From an optimization exercise on the open Yosys and OpenROAD flow, aimed at small area; shortcuts taken in it are not production practice.
In this exercise RTL edits were held to simulation tests only and were not proved equivalent to the original.
No activity file was given, so power comes from the tool's default toggle rates.

==> run a <==
Design datapath, start of the top module:
module datapath (
        input  logic                   Clock,
        input  logic                   arstN,
        input  logic                   PCout,
        input  logic                   Zlowout,
        input  logic                   ZHighout,
        input  logic                   MDRout,
        input  logic                   Cout,
        input  logic                   MARin,
        input  logic                   Zin,
        input  logic                   PCin,
        input  logic                   MDRin,
        input  logic                   IRin,
        input  logic                   Yin,
        input  logic                   IncPC,
        input  logic                   Read,
        input  logic                   GRA,
        input  logic                   GRB,
        input  logic                   GRC,
        input  logic                   Rin,
        input  logic                   Rout,
        input  logic                   BAout,
        input  logic [4:0]             operation,
        input  logic [32-1:0] memDataIn,
        output logic [32-1:0] busData,
        output logic [32-1:0] marData
);
        logic [26:0]                            irWord;
        logic [16-1:0]                  rIn;
        logic [16-1:0]                  rOut;
        logic [16-1:0][32-1:0] regWords;
        logic [16-1:0]                  regValid;
        logic [32-1:0]                 pcWord;
        logic [32-1:0]                 mdrWord;
        logic [32-1:0]                 zLowWord;
        logic                                   zHighBit;
        logic                                   pcValid, irValid, mdrValid, zValid;
        logic [32-1:0]                 busWord;    
        assign busData = busWord;
        selectEncode selectEncode_inst (
                .ir(irWord), .irValid(irValid), .GRA(GRA), .GRB(GRB), .GRC(GRC),
                .Rin(Rin), .Rout(Rout), .BAout(BAout), .rIn(rIn), .rOut(rOut)
        );
  ...
==> module selectEncode, before the edit <==
module selectEncode (
        input  logic [26:0]            ir,
        input  logic                   irValid,
        input  logic                   GRA,
        input  logic                   GRB,
        input  logic                   GRC,
        input  logic                   Rin,
        input  logic                   Rout,
        input  logic                   BAout,
        output logic [16-1:0]  rIn,
        output logic [16-1:0]  rOut
);
        logic [3:0]            selField;
        logic                  anyGr;
        logic [16-1:0] selOneHot;
        assign anyGr = GRA | GRB | GRC;
        assign selField = ({4{GRA}} & ir[26:23]) | ({4{GRB}} & ir[22:19]) |
                          ({4{GRC}} & ir[18:15]);
        always_comb begin
                selOneHot = '0;
                selOneHot[selField & {4{irValid}}] = anyGr;
        end
        assign rIn = selOneHot & {16{Rin}};
        always_comb begin
                rOut    = selOneHot & {16{Rout | BAout}};
                rOut[0] = selOneHot[0] & Rout & ~BAout;
        end
endmodule
==> module aluUnit, before the edit <==
module aluUnit (
        input  logic                   Clock,
        input  logic                   arstN,
        input  logic                   Yin,
        input  logic                   Zin,
        input  logic                   IncPC,
        input  logic [4:0]             operation,
        input  logic [32-1:0] busData,
        output logic [32-1:0] zLowWord,
        output logic                   zHighBit,
        output logic                   zValid
);
        logic [32-1:0] yReg;
        logic                   yValid;
        logic [32-1:0] zLowReg;
        logic                   zHighReg;
        logic       useY, invB, carryIn, signHigh;
        logic       selSum, selAnd, selOr, selShr, selShl;
        logic [2:0] op3;
        assign op3      = operation[2:0];
        assign useY     = ~IncPC & ~operation[4];
        assign invB     = ~IncPC & (operation[4] | op3 == 3'b100);
        assign carryIn  = IncPC | (operation[4] ? ~operation[0] : op3 == 3'b100);
        assign signHigh = useY & (op3 == 3'b011 | op3 == 3'b100);
        assign selSum   = ~useY | op3 == 3'b011 | op3 == 3'b100;
        assign selAnd   = useY & op3 == 3'b101;
        assign selOr    = useY & op3 == 3'b110;
        assign selShr   = useY & op3 == 3'b111;
        assign selShl   = useY & op3 == 3'b001;
        logic [32-1:0] aWord, bWord;
        logic [32:0]   sumExt;
        logic [32-1:0] shrWord, shlWord;
        logic [32-1:0] result;
        logic                   signBit;
        assign aWord  = yReg & {32{useY & yValid}};
        assign bWord  = busData ^ {32{invB}};
        assign sumExt = {1'b0, aWord} + {1'b0, bWord} + {{32{1'b0}}, carryIn};
        assign signBit = aWord[32-1] ^ bWord[32-1] ^ sumExt[32];
        assign shrWord = aWord >> busData[4:0];
        assign shlWord = aWord << busData[4:0];
        assign result = ({32{selSum}} & sumExt[32-1:0]) |
                        ({32{selAnd}} & (aWord & busData)) |
                        ({32{selOr}}  & (aWord | busData)) |
                        ({32{selShr}} & shrWord) |
                        ({32{selShl}} & shlWord);
        always_ff @(posedge Clock) begin
                if (Yin) yReg <= busData;
                if (Zin) begin
                        zLowReg  <= result;
                        zHighReg <= signHigh & signBit;
                end
        end
        always_ff @(posedge Clock or negedge arstN) begin
                if (!arstN) begin
                        yValid <= 1'b0;
                        zValid <= 1'b0;
                end else begin
                        if (Yin) yValid <= 1'b1;
                        if (Zin) zValid <= 1'b1;
                end
        end
        assign zLowWord = zLowReg;
        assign zHighBit = zHighReg;
endmodule
Settings: LEC_CHECK=0, CAP_MARGIN=20, CORE_MARGIN=2, CORE_UTILIZATION=40, SLEW_MARGIN=20; clock period 10.0 ns.
run.sh (not shown) runs the stock make flow with config.mk's settings and CLKGATE_MAP_FILE= SYNTH_SCRIPT=/design/flow/synth_recipe.tcl, a recipe that flattens the netlist after the stock synthesis.
==> inputs of run b, as changes to run a <==
--- a/flow/design.v
+++ b/flow/design.v
@@ -14,12 +14,12 @@
 );
-        logic [3:0]            selField;
-        logic                  anyGr;
-        logic [16-1:0] selOneHot;
-        assign anyGr = GRA | GRB | GRC;
-        assign selField = ({4{GRA}} & ir[26:23]) | ({4{GRB}} & ir[22:19]) |
-                          ({4{GRC}} & ir[18:15]);
+        logic [16-1:0] decA, decB, decC, selOneHot;
         always_comb begin
-                selOneHot = '0;
-                selOneHot[selField & {4{irValid}}] = anyGr;
+                for (int i = 0; i < 16; i++) begin
+                        decA[i] = (irValid ? ir[26:23] : 4'd0) == i[3:0];
+                        decB[i] = (irValid ? ir[22:19] : 4'd0) == i[3:0];
+                        decC[i] = (irValid ? ir[18:15] : 4'd0) == i[3:0];
+                end
         end
+        assign selOneHot = ({16{GRA}} & decA) | ({16{GRB}} & decB) |
+                           ({16{GRC}} & decC);
         assign rIn = selOneHot & {16{Rin}};
@@ -97,6 +97,56 @@
         assign bWord  = busData ^ {32{invB}};
-        assign sumExt = {1'b0, aWord} + {1'b0, bWord} + {{32{1'b0}}, carryIn};
+        localparam int BlockBits = 8;
+        localparam int Blocks    = 32 / BlockBits;
+        logic [32:0]   rippleCarry;    
+        logic [32-1:0] sum0;           
+        logic [32-1:0] incMask;        
+        logic [Blocks-1:0]      blockOut;       
+        logic [Blocks-1:0]      blockOnes;      
+        logic [Blocks:0]        blockCarry;     
+        always_comb begin
+                for (int i = 0; i < 32; i++) begin
+                        logic cIn;
+                        if (i == 0)                  cIn = carryIn;
+                        else if (i % BlockBits == 0) cIn = 1'b0;
+                        else                         cIn = rippleCarry[i];
+                        sum0[i]          = aWord[i] ^ bWord[i] ^ cIn;
+                        rippleCarry[i+1] = (aWord[i] & bWord[i]) | (cIn & (aWord[i] ^ bWord[i]));
+                end
+                for (int i = 0; i < 32; i++) begin
+                        incMask[i] = 1'b1;
+                        for (int j = (i / BlockBits) * BlockBits; j < i; j++) begin
+                                incMask[i] = incMask[i] & sum0[j];
+                        end
+                end
+                for (int k = 0; k < Blocks; k++) begin
+                        blockOut[k]  = rippleCarry[(k + 1) * BlockBits];
+                        blockOnes[k] = &sum0[k * BlockBits +: BlockBits];
+                end
+                blockCarry[0] = 1'b0;
+                blockCarry[1] = blockOut[0];
+                blockCarry[2] = blockOut[1] | (blockOnes[1] & blockOut[0]);
+                blockCarry[3] = blockOut[2] | (blockOnes[2] & blockOut[1]) |
+                                (blockOnes[2] & blockOnes[1] & blockOut[0]);
+                blockCarry[4] = blockOut[3] | (blockOnes[3] & blockOut[2]) |
+                                (blockOnes[3] & blockOnes[2] & blockOut[1]) |
+                                (blockOnes[3] & blockOnes[2] & blockOnes[1] & blockOut[0]);
+                for (int i = 0; i < 32; i++) begin
+                        sumExt[i] = sum0[i] ^ (blockCarry[i / BlockBits] & incMask[i]);
+                end
+                sumExt[32] = blockCarry[Blocks];
+        end
         assign signBit = aWord[32-1] ^ bWord[32-1] ^ sumExt[32];
-        assign shrWord = aWord >> busData[4:0];
-        assign shlWord = aWord << busData[4:0];
+        logic [32-1:0] shiftIn, shiftOut;
+        always_comb begin
+                for (int i = 0; i < 32; i++) begin
+                        shiftIn[i] = selShl ? aWord[32-1-i] : aWord[i];
+                end
+        end
+        assign shiftOut = shiftIn >> busData[4:0];
+        always_comb begin
+                for (int i = 0; i < 32; i++) begin
+                        shrWord[i] = shiftOut[i];
+                        shlWord[i] = shiftOut[32-1-i];
+                end
+        end
         assign result = ({32{selSum}} & sumExt[32-1:0]) |
==> flow/flow/run.sh (new file) <==
#!/bin/bash
# Layout flow: the standard flow (standard.sh) with two changes after
# synthesis, which is the standard one, unchanged:
#  - port buffers use sky130_fd_sc_hd__buf_1 (every port still gets a buffer)
#  - the clock tree uses clkbuf_8 leaf clusters of up to 16 sinks and no
#    dummy loads
# Each step's output goes to its own log file here; ORFS keeps its own logs
# under orfs/logs.
set -euo pipefail
cd "$(dirname "$0")/.."

bash standard.sh synth > flow_synth.log 2>&1

bash standard.sh \
  'BUFFER_PORTS_ARGS=-buffer_cell sky130_fd_sc_hd__buf_1' \
  'CTS_ARGS=-sink_clustering_enable -repair_clock_nets -dont_use_dummy_load -sink_clustering_size 16 -sink_clustering_max_diameter 100 -buf_list {sky130_fd_sc_hd__clkbuf_8}' \
  finish > flow_layout.log 2>&1
==> flow/standard.sh (new file) <==
#!/bin/bash
# synth_recipe.tcl (not shown) runs the flow's synth.tcl, then flattens the netlist and writes it again
# the make line also repeats each setting of config.mk as NAME=value (left out here)
make -C /OpenROAD-flow-scripts/flow DESIGN_CONFIG=/design/flow/config.mk WORK_HOME=/design/flow/orfs CLKGATE_MAP_FILE= SYNTH_SCRIPT=/design/flow/synth_recipe.tcl "${@:-finish}"
removed: flow/run.sh
==> inputs of run c, as changes to run a <==
--- a/flow/design.v
+++ b/flow/design.v
@@ -14,12 +14,12 @@
 );
-        logic [3:0]            selField;
-        logic                  anyGr;
-        logic [16-1:0] selOneHot;
-        assign anyGr = GRA | GRB | GRC;
-        assign selField = ({4{GRA}} & ir[26:23]) | ({4{GRB}} & ir[22:19]) |
-                          ({4{GRC}} & ir[18:15]);
+        logic [16-1:0] decA, decB, decC, selOneHot;
         always_comb begin
-                selOneHot = '0;
-                selOneHot[selField & {4{irValid}}] = anyGr;
+                for (int i = 0; i < 16; i++) begin
+                        decA[i] = (irValid ? ir[26:23] : 4'd0) == i[3:0];
+                        decB[i] = (irValid ? ir[22:19] : 4'd0) == i[3:0];
+                        decC[i] = (irValid ? ir[18:15] : 4'd0) == i[3:0];
+                end
         end
+        assign selOneHot = ({16{GRA}} & decA) | ({16{GRB}} & decB) |
+                           ({16{GRC}} & decC);
         assign rIn = selOneHot & {16{Rin}};
@@ -97,6 +97,67 @@
         assign bWord  = busData ^ {32{invB}};
-        assign sumExt = {1'b0, aWord} + {1'b0, bWord} + {{32{1'b0}}, carryIn};
+        localparam int BlockBits = 4;
+        localparam int Blocks    = 32 / BlockBits;
+        logic [32:0]   rippleCarry;    
+        logic [32-1:0] sum0;           
+        logic [32-1:0] incMask;        
+        logic [Blocks-1:0]      blockGen;       
+        logic [Blocks-1:0]      blockProp;      
+        logic [Blocks:0]        blockCarry;     
+        always_comb begin
+                for (int i = 0; i < 32; i++) begin
+                        logic cIn;
+                        if (i == 0)                  cIn = carryIn;
+                        else if (i % BlockBits == 0) cIn = 1'b0;
+                        else                         cIn = rippleCarry[i];
+                        sum0[i]          = aWord[i] ^ bWord[i] ^ cIn;
+                        rippleCarry[i+1] = (aWord[i] & bWord[i]) | (cIn & (aWord[i] ^ bWord[i]));
+                end
+                for (int i = 0; i < 32; i++) begin
+                        incMask[i] = 1'b1;
+                        for (int j = (i / BlockBits) * BlockBits; j < i; j++) begin
+                                incMask[i] = incMask[i] & sum0[j];
+                        end
+                end
+                for (int k = 0; k < Blocks; k++) begin
+                        blockGen[k]  = rippleCarry[(k + 1) * BlockBits];
+                        blockProp[k] = &sum0[k * BlockBits +: BlockBits];
+                end
+        end
+        localparam int Levels = $clog2(Blocks);
+        logic [Levels:0][Blocks-1:0] prefixGen, prefixProp;
+        always_comb begin
+                prefixGen[0]  = blockGen;
+                prefixProp[0] = blockProp;
+                for (int l = 0; l < Levels; l++) begin
+                        for (int k = 0; k < Blocks; k++) begin
+                                if (k >= (1 << l)) begin
+                                        prefixGen[l+1][k]  = prefixGen[l][k] |
+                                                             (prefixProp[l][k] & prefixGen[l][k - (1 << l)]);
+                                        prefixProp[l+1][k] = prefixProp[l][k] & prefixProp[l][k - (1 << l)];
+                                end else begin
+                                        prefixGen[l+1][k]  = prefixGen[l][k];
+                                        prefixProp[l+1][k] = prefixProp[l][k];
+                                end
+                        end
+                end
+                blockCarry = {prefixGen[Levels], 1'b0};
+                for (int i = 0; i < 32; i++) begin
+                        sumExt[i] = sum0[i] ^ (blockCarry[i / BlockBits] & incMask[i]);
+                end
+                sumExt[32] = blockCarry[Blocks];
+        end
         assign signBit = aWord[32-1] ^ bWord[32-1] ^ sumExt[32];
-        assign shrWord = aWord >> busData[4:0];
-        assign shlWord = aWord << busData[4:0];
+        logic [32-1:0] shiftIn, shiftOut;
+        always_comb begin
+                for (int i = 0; i < 32; i++) begin
+                        shiftIn[i] = selShl ? aWord[32-1-i] : aWord[i];
+                end
+        end
+        assign shiftOut = shiftIn >> busData[4:0];
+        always_comb begin
+                for (int i = 0; i < 32; i++) begin
+                        shrWord[i] = shiftOut[i];
+                        shlWord[i] = shiftOut[32-1-i];
+                end
+        end
         assign result = ({32{selSum}} & sumExt[32-1:0]) |
==> flow/flow/run.sh (new file) <==
#!/bin/bash
# Layout flow: the standard flow (standard.sh) with two changes after
# synthesis, which is the standard one, unchanged:
#  - port buffers use sky130_fd_sc_hd__buf_1 (every port still gets a buffer)
#  - the clock tree uses clkbuf_8 leaf clusters of up to 16 sinks within 60 um and no
#    dummy loads
# Each step's output goes to its own log file here; ORFS keeps its own logs
# under orfs/logs.
set -euo pipefail
cd "$(dirname "$0")/.."

bash standard.sh synth > flow_synth.log 2>&1

bash standard.sh \
  'BUFFER_PORTS_ARGS=-buffer_cell sky130_fd_sc_hd__buf_1' \
  'CTS_ARGS=-sink_clustering_enable -repair_clock_nets -dont_use_dummy_load -sink_clustering_size 16 -sink_clustering_max_diameter 60 -buf_list {sky130_fd_sc_hd__clkbuf_8}' \
  finish > flow_layout.log 2>&1
==> flow/standard.sh (new file) <==
#!/bin/bash
# synth_recipe.tcl (not shown) runs the flow's synth.tcl, then flattens the netlist and writes it again
# the make line also repeats each setting of config.mk as NAME=value (left out here)
make -C /OpenROAD-flow-scripts/flow DESIGN_CONFIG=/design/flow/config.mk WORK_HOME=/design/flow/orfs CLKGATE_MAP_FILE= SYNTH_SCRIPT=/design/flow/synth_recipe.tcl "${@:-finish}"
removed: flow/run.sh
==> notes <==
Of run a and run b, run a has the higher cell count (gap 11%, measured against run b).
Global-route usage: run c < run b < run a.
The highest synthesized cell count belongs to run a, the lowest to run c.
Sequential power: run a is larger than run c (about 4%).
Fmax, lowest first: run b, run a, run c.
The highest die area belongs to run a, the lowest to run b.
Clock power: run b is smaller than run a (52%).
Against run c, the first-iteration DRC count of run a is larger by 26%.
The lowest cell area belongs to run c, the highest to run a.
Between run c and run b, the lower non-clock buffer count is in run c (gap 91).

==> afterwards: timing with drivers on the ports <==
How much do the figures lean on ideal ports? The routed layouts below were timed once more, with nothing changed but the port constraints. Step 1 sets driving cells, clkbuf_16 on the clock port and buf_2 on the other inputs (assumed; they add their load-dependent delay and slew). Step 2 also shifts input and output timing later by t, the mid clock arrival at the registers, as if the neighbouring blocks saw the same clock. a / b / c = no drivers / after step 1 / after step 2; a / b = the first two.
| run | shift t [ns] | slack for setup (ns) | hold WS [ns] | worst slew at a driven data input, ns | cell pins on the clock port's net |
|---|---|---|---|---|---|
| run a | 0.709 | 0.830 / 0.805 / 0.458 | 0.460 / 0.460 / 0.460 | 0.08 | 1 |
| run b | 0.750 | 0.419 / 0.455 / -0.295 | 0.466 / 0.466 / 0.466 | 0.08 | 1 |
| run c | 0.742 | 1.314 / 1.325 / 0.584 | 0.467 / 0.467 / 0.467 | 0.07 | 1 |
With both steps, setup timing fails in run b, where it was met with ideal ports. For run c, which loses most, drivers alone change the setup slack by +0.011 ns; drivers and shift together by -0.730 ns.
